This design comes from an exercise in tuning for small area, a short achievable clock period and few clock cycles on the open sky130 flow, not from production work. Function was checked by simulation only, so behaviour that the tests miss may differ from the original. Power is estimated from default activity; no workload was simulated.

==> flow/design.v <==
`timescale 1ns / 1ps
package dts_pkg;
  localparam int SINE_TABLE_DEPTH_DEF = 1024;
  localparam int INDEX_WIDTH_DEF      = 20;
  localparam int FREQ_W      = 15;
  localparam int PSTEP_W     = 32;
  localparam int COUNT_W     = 20;
  localparam int ESTEP_W     = 16;
  localparam int PHASE_W     = 33;
  localparam int ENV_W       = 16;
  localparam int SAMPLE_W    = 16;
  localparam int CFG_IDX_W   = 2;
  localparam int CFG_DATA_W  = 32;
  localparam int MIX_W       = 32;
  localparam int ACC_W       = 49;
  localparam int SCALED_W    = 18;
  localparam logic [FREQ_W-1:0]  FREQ_RST   = 15'd500;
  localparam logic [PSTEP_W-1:0] PSTEP_RST  = 32'd48695733;
  localparam logic [COUNT_W-1:0] COUNT_RST  = 20'd4410;
  localparam logic [ESTEP_W-1:0] ESTEP_RST  = 16'd15;
  localparam logic [FREQ_W-1:0]        HALF_ENABLE_HZ = 15'd200;
  localparam logic [ENV_W-1:0]         ENV_FULL       = 16'hFFFF;
  localparam logic signed [15:0]       GAIN_MAIN      = 16'sd9830;
  localparam logic signed [15:0]       GAIN_HALF      = 16'sd3277;
  localparam logic signed [SAMPLE_W-1:0] SAMPLE_MAX   = 16'sh7FFF;
  localparam logic signed [SAMPLE_W-1:0] SAMPLE_MIN   = 16'sh8000;
  localparam longint unsigned Q30_ONE = 64'd1073741824;
  localparam longint unsigned SIN_C1  = 64'd1686629713;
  localparam longint unsigned SIN_C3  = 64'd693598669;
  localparam longint unsigned SIN_C5  = 64'd85569306;
  localparam longint unsigned SIN_C7  = 64'd5026995;
  localparam longint unsigned SIN_C9  = 64'd172272;
  typedef enum logic [CFG_IDX_W-1:0] {
    REG_FREQUENCY_HZ  = 2'd0,
    REG_PHASE_STEP    = 2'd1,
    REG_SAMPLE_COUNT  = 2'd2,
    REG_ENVELOPE_STEP = 2'd3
  } cfg_reg_t;
  typedef enum logic [1:0] {
    ST_IDLE   = 2'd0,
    ST_LOOKUP = 2'd1,
    ST_MIX    = 2'd2,
    ST_FINISH = 2'd3
  } state_t;
  typedef struct packed {
    logic cfg_we;
    logic accept;
    logic finish;
  } cmd_t;
  function automatic logic signed [15:0] sine_entry(input longint unsigned f);
    longint unsigned x;
    longint unsigned x2;
    longint unsigned p;
    longint unsigned s;
    longint unsigned r;
    logic [1:0]      quad;
    logic signed [15:0] rv;
    quad = f[31:30];
    x = f & (Q30_ONE - 64'd1);
    if (quad[0]) begin
      x = Q30_ONE - x;
    end
    x2 = (x * x) >> 30;
    p  = SIN_C9;
    p  = SIN_C7 - ((x2 * p) >> 30);
    p  = SIN_C5 - ((x2 * p) >> 30);
    p  = SIN_C3 - ((x2 * p) >> 30);
    p  = SIN_C1 - ((x2 * p) >> 30);
    s  = (x * p) >> 30;
    r  = (s * 64'd32767 + (64'd1 << 29)) >> 30;
    if (r > 64'd32767) begin
      r = 64'd32767;
    end
    rv = 16'(r);
    sine_entry = quad[1] ? -rv : rv;
  endfunction
endpackage
`timescale 1ns / 1ps
module dts_sine_rom #(
  parameter int SINE_TABLE_DEPTH = dts_pkg::SINE_TABLE_DEPTH_DEF
) (
  input  logic               clk,
  input  logic [31:0]        phase_main,
  input  logic [31:0]        phase_half,
  output logic signed [15:0] sin_main,
  output logic signed [15:0] sin_half
);
  localparam int ADDR_W  = (SINE_TABLE_DEPTH > 1) ? $clog2(SINE_TABLE_DEPTH) : 1;
  localparam int DEPTH_W = $clog2(SINE_TABLE_DEPTH + 1);
  localparam int PROD_W  = 32 + DEPTH_W;
  logic signed [15:0] rom [SINE_TABLE_DEPTH];
  logic [PROD_W-1:0]  prod_main;
  logic [PROD_W-1:0]  prod_half;
  logic [ADDR_W-1:0]  addr_main;
  logic [ADDR_W-1:0]  addr_half;
  for (genvar k = 0; k < SINE_TABLE_DEPTH; k++) begin : g_rom
    localparam longint unsigned ANGLE = (longint'(k) << 32) / SINE_TABLE_DEPTH;
    assign rom[k] = dts_pkg::sine_entry(ANGLE);
  end
  assign prod_main = PROD_W'(phase_main) * PROD_W'(SINE_TABLE_DEPTH);
  assign prod_half = PROD_W'(phase_half) * PROD_W'(SINE_TABLE_DEPTH);
  assign addr_main = prod_main[32 +: ADDR_W];
  assign addr_half = prod_half[32 +: ADDR_W];
  always_ff @(posedge clk) begin
    sin_main <= rom[addr_main];
    sin_half <= rom[addr_half];
  end
endmodule
`timescale 1ns / 1ps
module dts_ctrl (
  input  logic          clk,
  input  logic          rst,
  input  logic          in_valid,
  output logic          in_ready,
  output logic          out_valid,
  input  logic          out_ready,
  input  logic          cfg_valid,
  output logic          cfg_ready,
  output dts_pkg::cmd_t cmd
);
  dts_pkg::state_t state;
  dts_pkg::state_t state_next;
  logic            out_free;
  assign out_free = !out_valid || out_ready;
  always_ff @(posedge clk) begin
    if (rst) begin
      state     <= dts_pkg::ST_IDLE;
      out_valid <= 1'b0;
    end else begin
      state <= state_next;
      if (cmd.finish) begin
        out_valid <= 1'b1;
      end else if (out_ready) begin
        out_valid <= 1'b0;
      end
    end
  end
  always_comb begin
    state_next = state;
    unique case (state)
      dts_pkg::ST_IDLE:   if (in_valid) state_next = dts_pkg::ST_LOOKUP;
      dts_pkg::ST_LOOKUP: state_next = dts_pkg::ST_MIX;
      dts_pkg::ST_MIX:    state_next = dts_pkg::ST_FINISH;
      dts_pkg::ST_FINISH: if (out_free) state_next = dts_pkg::ST_IDLE;
      default:            state_next = dts_pkg::ST_IDLE;
    endcase
  end
  always_comb begin
    in_ready   = 1'b0;
    cmd.finish = 1'b0;
    unique case (state)
      dts_pkg::ST_IDLE:   in_ready = 1'b1;
      dts_pkg::ST_LOOKUP: ;
      dts_pkg::ST_MIX:    ;
      dts_pkg::ST_FINISH: cmd.finish = out_free;
      default:            ;
    endcase
    cmd.accept = in_ready && in_valid;
    cmd.cfg_we = cfg_valid;
    cfg_ready  = 1'b1;
  end
endmodule
`timescale 1ns / 1ps
module dts_datapath #(
  parameter int SINE_TABLE_DEPTH = dts_pkg::SINE_TABLE_DEPTH_DEF,
  parameter int INDEX_WIDTH      = dts_pkg::INDEX_WIDTH_DEF
) (
  input  logic                                  clk,
  input  logic                                  rst,
  input  dts_pkg::cmd_t                         cmd,
  input  logic                                  start_req,
  input  logic [dts_pkg::CFG_IDX_W-1:0]         cfg_index,
  input  logic [dts_pkg::CFG_DATA_W-1:0]        cfg_data,
  output logic signed [dts_pkg::SAMPLE_W-1:0]   sample,
  output logic                                  done_res
);
  localparam longint unsigned INDEX_MAX = (64'd1 << INDEX_WIDTH) - 64'd1;
  localparam longint unsigned IDX_RST   =
    (64'(dts_pkg::COUNT_RST) > INDEX_MAX) ? INDEX_MAX : 64'(dts_pkg::COUNT_RST);
  localparam int CMP_W = (INDEX_WIDTH > dts_pkg::COUNT_W) ? INDEX_WIDTH : dts_pkg::COUNT_W;
  localparam logic signed [dts_pkg::ACC_W-1:0] ROUND_HALF = 49'sd1073741824;
  logic [dts_pkg::FREQ_W-1:0]    frequency_hz;
  logic [dts_pkg::PSTEP_W-1:0]   phase_step;
  logic [dts_pkg::COUNT_W-1:0]   sample_count;
  logic [dts_pkg::ESTEP_W-1:0]   envelope_step;
  logic [INDEX_WIDTH-1:0]        sample_index;
  logic [dts_pkg::PHASE_W-1:0]   phase_acc;
  logic [dts_pkg::ENV_W-1:0]     envelope_level;
  logic signed [15:0]            sin_main;
  logic signed [15:0]            sin_half;
  logic signed [dts_pkg::MIX_W-1:0] mix;
  logic signed [dts_pkg::MIX_W-1:0] mix_next;
  logic signed [dts_pkg::ACC_W-1:0] acc;
  logic signed [dts_pkg::ACC_W-1:0] biased;
  logic signed [dts_pkg::SCALED_W-1:0] scaled;
  logic signed [dts_pkg::SAMPLE_W-1:0] sat;
  logic                          burst_over;
  logic [dts_pkg::ENV_W-1:0]     env_dec;
  dts_sine_rom #(
    .SINE_TABLE_DEPTH(SINE_TABLE_DEPTH)
  ) u_rom (
    .clk        (clk),
    .phase_main (phase_acc[31:0]),
    .phase_half (phase_acc[32:1]),
    .sin_main   (sin_main),
    .sin_half   (sin_half)
  );
  always_comb begin
    mix_next = dts_pkg::MIX_W'(sin_main) * dts_pkg::MIX_W'(dts_pkg::GAIN_MAIN);
    if (frequency_hz > dts_pkg::HALF_ENABLE_HZ) begin
      mix_next = mix_next +
                 dts_pkg::MIX_W'(sin_half) * dts_pkg::MIX_W'(dts_pkg::GAIN_HALF);
    end
  end
  always_ff @(posedge clk) begin
    mix <= mix_next;
  end
  always_comb begin
    acc    = dts_pkg::ACC_W'(mix) * $signed(dts_pkg::ACC_W'(envelope_level));
    biased = acc + ROUND_HALF;
    scaled = dts_pkg::SCALED_W'(biased >>> 31);
    if (scaled > dts_pkg::SCALED_W'(dts_pkg::SAMPLE_MAX)) begin
      sat = dts_pkg::SAMPLE_MAX;
    end else if (scaled < dts_pkg::SCALED_W'(dts_pkg::SAMPLE_MIN)) begin
      sat = dts_pkg::SAMPLE_MIN;
    end else begin
      sat = dts_pkg::SAMPLE_W'(scaled);
    end
    burst_over = (CMP_W'(sample_index) >= CMP_W'(sample_count)) ||
                 (sample_index == {INDEX_WIDTH{1'b1}});
    env_dec = (envelope_level > envelope_step) ? envelope_level - envelope_step : '0;
  end
  always_ff @(posedge clk) begin
    if (rst) begin
      frequency_hz  <= dts_pkg::FREQ_RST;
      phase_step    <= dts_pkg::PSTEP_RST;
      sample_count  <= dts_pkg::COUNT_RST;
      envelope_step <= dts_pkg::ESTEP_RST;
    end else if (cmd.cfg_we) begin
      unique case (cfg_index)
        dts_pkg::REG_FREQUENCY_HZ:  frequency_hz  <= cfg_data[dts_pkg::FREQ_W-1:0];
        dts_pkg::REG_PHASE_STEP:    phase_step    <= cfg_data[dts_pkg::PSTEP_W-1:0];
        dts_pkg::REG_SAMPLE_COUNT:  sample_count  <= cfg_data[dts_pkg::COUNT_W-1:0];
        dts_pkg::REG_ENVELOPE_STEP: envelope_step <= cfg_data[dts_pkg::ESTEP_W-1:0];
        default: ;
      endcase
    end
  end
  always_ff @(posedge clk) begin
    if (rst) begin
      sample_index   <= INDEX_WIDTH'(IDX_RST);
      phase_acc      <= '0;
      envelope_level <= '0;
    end else if (cmd.accept && start_req) begin
      sample_index   <= '0;
      phase_acc      <= '0;
      envelope_level <= dts_pkg::ENV_FULL;
    end else if (cmd.finish && !burst_over) begin
      sample_index   <= sample_index + INDEX_WIDTH'(1);
      phase_acc      <= phase_acc + dts_pkg::PHASE_W'(phase_step);
      envelope_level <= env_dec;
    end
  end
  always_ff @(posedge clk) begin
    if (cmd.finish) begin
      sample   <= burst_over ? '0 : sat;
      done_res <= burst_over;
    end
  end
endmodule
`timescale 1ns / 1ps
module decaying_tone_synth #(
  parameter int SINE_TABLE_DEPTH = dts_pkg::SINE_TABLE_DEPTH_DEF,
  parameter int INDEX_WIDTH      = dts_pkg::INDEX_WIDTH_DEF
) (
  input  logic                                clk,
  input  logic                                rst,
  input  logic                                in_valid,
  output logic                                in_ready,
  input  logic                                start_req,
  output logic                                out_valid,
  input  logic                                out_ready,
  output logic signed [dts_pkg::SAMPLE_W-1:0] sample,
  output logic                                done_res,
  input  logic                                cfg_valid,
  output logic                                cfg_ready,
  input  logic [dts_pkg::CFG_IDX_W-1:0]       cfg_index,
  input  logic [dts_pkg::CFG_DATA_W-1:0]      cfg_data
);
  dts_pkg::cmd_t cmd;
  dts_ctrl u_ctrl (
    .clk       (clk),
    .rst       (rst),
    .in_valid  (in_valid),
    .in_ready  (in_ready),
    .out_valid (out_valid),
    .out_ready (out_ready),
    .cfg_valid (cfg_valid),
    .cfg_ready (cfg_ready),
    .cmd       (cmd)
  );
  dts_datapath #(
    .SINE_TABLE_DEPTH (SINE_TABLE_DEPTH),
    .INDEX_WIDTH      (INDEX_WIDTH)
  ) u_datapath (
    .clk       (clk),
    .rst       (rst),
    .cmd       (cmd),
    .start_req (start_req),
    .cfg_index (cfg_index),
    .cfg_data  (cfg_data),
    .sample    (sample),
    .done_res  (done_res)
  );
endmodule
==> flow/run.sh <==
#!/bin/bash
# synth_recipe.tcl (not shown) runs the flow's synth.tcl, then flattens the netlist and writes it again
# the make line also repeats each setting of config.mk as NAME=value (left out here)
make -C /OpenROAD-flow-scripts/flow DESIGN_CONFIG=/design/flow/config.mk WORK_HOME=/design/flow/orfs CLKGATE_MAP_FILE= SYNTH_SCRIPT=/design/flow/synth_recipe.tcl finish
==> flow/config.mk <==
export PLATFORM = sky130hd
export DESIGN_NAME = decaying_tone_synth
export DESIGN_NICKNAME = decaying_tone_synth
export VERILOG_FILES = /design/flow/design.v
export SDC_FILE = /design/flow/constraint.sdc
export NUM_CORES = 4
export LEC_CHECK = 0
export CAP_MARGIN = 20
export CORE_MARGIN = 2
export CORE_UTILIZATION = 25
export PLACE_DENSITY = 0.45
export SLEW_MARGIN = 20
==> flow/constraint.sdc <==
create_clock -name core_clock -period 10.0 [get_ports {clk}]
set_input_delay 2.0000 -clock core_clock [delete_from_list [all_inputs] [get_ports {clk}]]
set_output_delay 2.0000 -clock core_clock [all_outputs]
set_load 0.01 [all_outputs]
==> run summary <==
[kinds of logic after synthesis]
family / share of synthesized area [%]
AND/OR/NAND/NOR: 30.4
AO/OA/AOI/OAI: 18.4
buffers and inverters: 10.9
adder cells (fa/ha/maj): 29.4
flip-flops: 8.01
XOR/XNOR: 2.25
multiplexers: 0.616
other: 0.00613
[flip-flops by register name, indices dropped and copies added (netlist names)]
name                       flops
u_datapath.phase_acc          33
u_datapath.mix                32
u_datapath.phase_step         32
u_datapath.sample_count       20
u_datapath.sample_index       20
u_datapath.envelope_level     16
u_datapath.envelope_step      16
u_datapath.sample             16
u_datapath.u_rom.sin_half     16
u_datapath.u_rom.sin_main     16
u_datapath.frequency_hz       15
u_ctrl.state                   2
u_ctrl.out_valid               1
u_datapath.done_res            1
[metal layers]
metal  up-vias  track usage [%]  share of wire (%)
met5         -            0.328              0.056
met4        34             22.2                8.3
met3      1538             13.6                 12
met2      4928             49.2                 40
met1     35600             41.8                 39
li1      29100                -                  -
[layout by cell type, fill, tap and decap left out, types with 34 or more instances in the layout]
cell and instances:
nand4_1 213, o31a_1 61, a31oi_1 240, and4_1 36, or3_1 41, clkdlybuf4s50_1 57
nand4b_1 38, and3_1 77, nor4_1 138, a21o_1 88, a31oi_2 44, diode_2 42
nand3_1 466, dfxtp_1 208, nor3_1 473, o31ai_1 144, a21oi_1 376, or4_1 44
nand2b_1 38, a41oi_1 38, fa_1 631, buf_4 434, nand3b_1 46, nand2_1 808
o31ai_2 46, o21a_1 50, nor2b_1 35, xnor2_1 106, xor2_1 51, ha_1 428
inv_1 1015, o21ai_0 228, and2_1 399, nor2_1 415, a211oi_1 34
[through the flow]
step | util [%] | std cells | worst slack (ps) | instance area, sq um
after detailed placement | 27.7 | 11400 | 1910 | 67500
after global placement | 27.7 | 11400 | 1960 | 67400
after global routing | 28.2 | 11500 | 1480 | 68500
after CTS | 28.1 | 11400 | 1870 | 68400
final | 28.2 | 11500 | 1910 | 68600
after floorplan | - | 8308 | 2790 | 61100
[layout make-up]
class / instances / area share, %
Multi-Input combinational cell: 6431 / 74.0
Inverter: 1018 / 5.59
Antenna cell: 42 / 0.153
Tap cell: 3202 / 5.84
Timing Repair Buffer: 502 / 5.89
Clock buffer: 31 / 1.07
Sequential cell: 236 / 7.17
Clock inverter: 23 / 0.308
[critical path: stages, from the launching register on]
cell       delay (ps)
dfxtp_1           810
buf_4             370
and2_1            190
fa_1              420
fa_1              540
fa_1              450
fa_1              440
fa_1              540
inv_1              50
fa_1              480
inv_1              50
ha_1              290
a21oi_1           140
o21ai_0           140
a2111oi_0         680
and3_1            290
a21o_1            350
o21a_1            320
o311ai_0          310
o31ai_1           340
a221oi_2           90
buf_4             200
or2_2             300
[path summary, 6_finish.rpt]
kind                                      start                            to  slack, ps  depth (start not counted)
setup / recovery  u_datapath.envelope_level[11]          u_datapath.sample[6]       1910                         22
hold / removal     u_datapath.envelope_step[13]  u_datapath.envelope_step[13]        460                          2
setup reg to reg  u_datapath.envelope_level[11]          u_datapath.sample[6]       1910                         22
hold reg to reg    u_datapath.envelope_step[13]  u_datapath.envelope_step[13]        460                          2
[power by group]
part / switching [W] / leakage (nW) / internal (W)
combinational: 0.00602 / 29.0 / 0.00409
clock: 0.000503 / 0.458 / 0.000592
sequential: 0.000501 / 1.95 / 0.00118
==> reports/metrics.cfg <==
[routing]
first_iter_violations = 10200
drc = 0
wl_per_cell_um = 38.3
vias = 71200
first_pass_iters = 7
wl_um = 440000
vias_per_cell = 6.20
ant_nets = 0

[global_route]
grt_max_degree = 140
grt_first_pass_wirelength_um = 595000
antenna_found_initial = 73
grt_pass1_vias = 69700
grt_remaining_overflow = 0
grt_usage_pct = 34.1

[place]
dp_hpwl_um = 339000
gp_congestion = 1.16
port_buffers = 58

[timing]
holdWs_ps = 455
finClkSkew_ps = 27.3
worst_slew_pin_slew_ps = 1430
grt_setup_unrepaired = no
slew-limit-headroom_pct = 3.87
finalSetupViolCount = 0
finalHoldViolations = 0
finalMaxSlewViolations = 0
fmax_mhz = 124
period_share_pct = 80.9
finalSetupTns_ps = 0
min_period_ps = 8090

[pwr]
power_density_nw_per_um2 = 188
leakagePower_nw = 31.4
total_power_w = 0.0129
irDropWorstVdd_mv = 0.305

[synth]
async_reset_ff_share_pct = 0
ys_top_cells_by_area = fa_1 21%, ha_1 8.8%, dfxtp_1 7.2%
synth_area_sq_um = 61100
synth.yosys.seq_area_share_pct = 8.01
syn_avg_cell_area_sq_um = 7.36
synth_most_common_cell = inv_1
yosysTopAreaCell = fa_1
synth_ff_type = dfxtp_1
yosys.area.top_type_share_pct = 20.7
synth_edf_count = 17
yosys-top-cells-count = 1016 x inv_1, 808 x nand2_1, 631 x fa_1
synth_cell_types = 98
syn-num-nets = 9407
syn_inst = 8308
synth_seq_cells = 236
synth_warnings = 4

[hold_path]
hold_path_class = register to register

[clock_tree]
clock_latency_ps = 630
numCtsBuffers = 29
clock_sinks = 236
clk_pin_slew_ps = 70
cts_tree = built
ctsResizeCount = 0
hold_buffers = 0
cts_max_path_buffers = 3
cts_max_level = 1
post_cts_buffers = 0
cts_root_buffer = clkbuf_16

[finish]
nets = 9317
n_fill_cell = 26600
multi_input_area_sq_um = 50800
regArea_sq_um = 4920
syn2layout_area_growth_pct = 12.2
drive_above_1_share_pct = 9.49

[worst_setup_path]
critical_path_class = register to register
critPathArrivalTime_ps = 8460
worstPathMaxFanout = 18
critPathCaptureType = register
cp-start-kind = register
cp_data_required_time_ps = 10380

[job]
cap_violations = 0

[floorplan]
num_rows = 181
start_util_pct = 25.1
num_io_pins = 60
dieArea_sq_um = 249000
die_x_um = 499
fp.dieH_um = 499
core-area_sq_um = 243000

[outcome]
status = complete, no violations

Testbench counts, summed over its fixed seeds: cycles 49,392.

[what the ideal ports hide]
The flow's constraints put no driver on any port. The routed layout listed below was extracted and timed again, unchanged, in two steps.
Step 1 sets driving cells, clkbuf_16 on the clock port and buf_2 on the other inputs (assumed; they add their load-dependent delay and slew).
Step 2 moves the port delays by t, midway between the first and last clock arrival at a register: inputs arrive t later, outputs are due t later. That takes back most of the time a late clock gives input paths.
a / b / c = ideal / step 1 / step 2; a / b = the first two.
t (ns): 0.689
setup WS [ns]: 1.914 / 1.914 / 1.914
slew at the worst register clock pin (ns): 0.07 / 0.07
After both steps setup and hold are still met in this run. For this run, drivers alone change the setup slack by 0.000 ns; drivers and shift together by 0.000 ns.
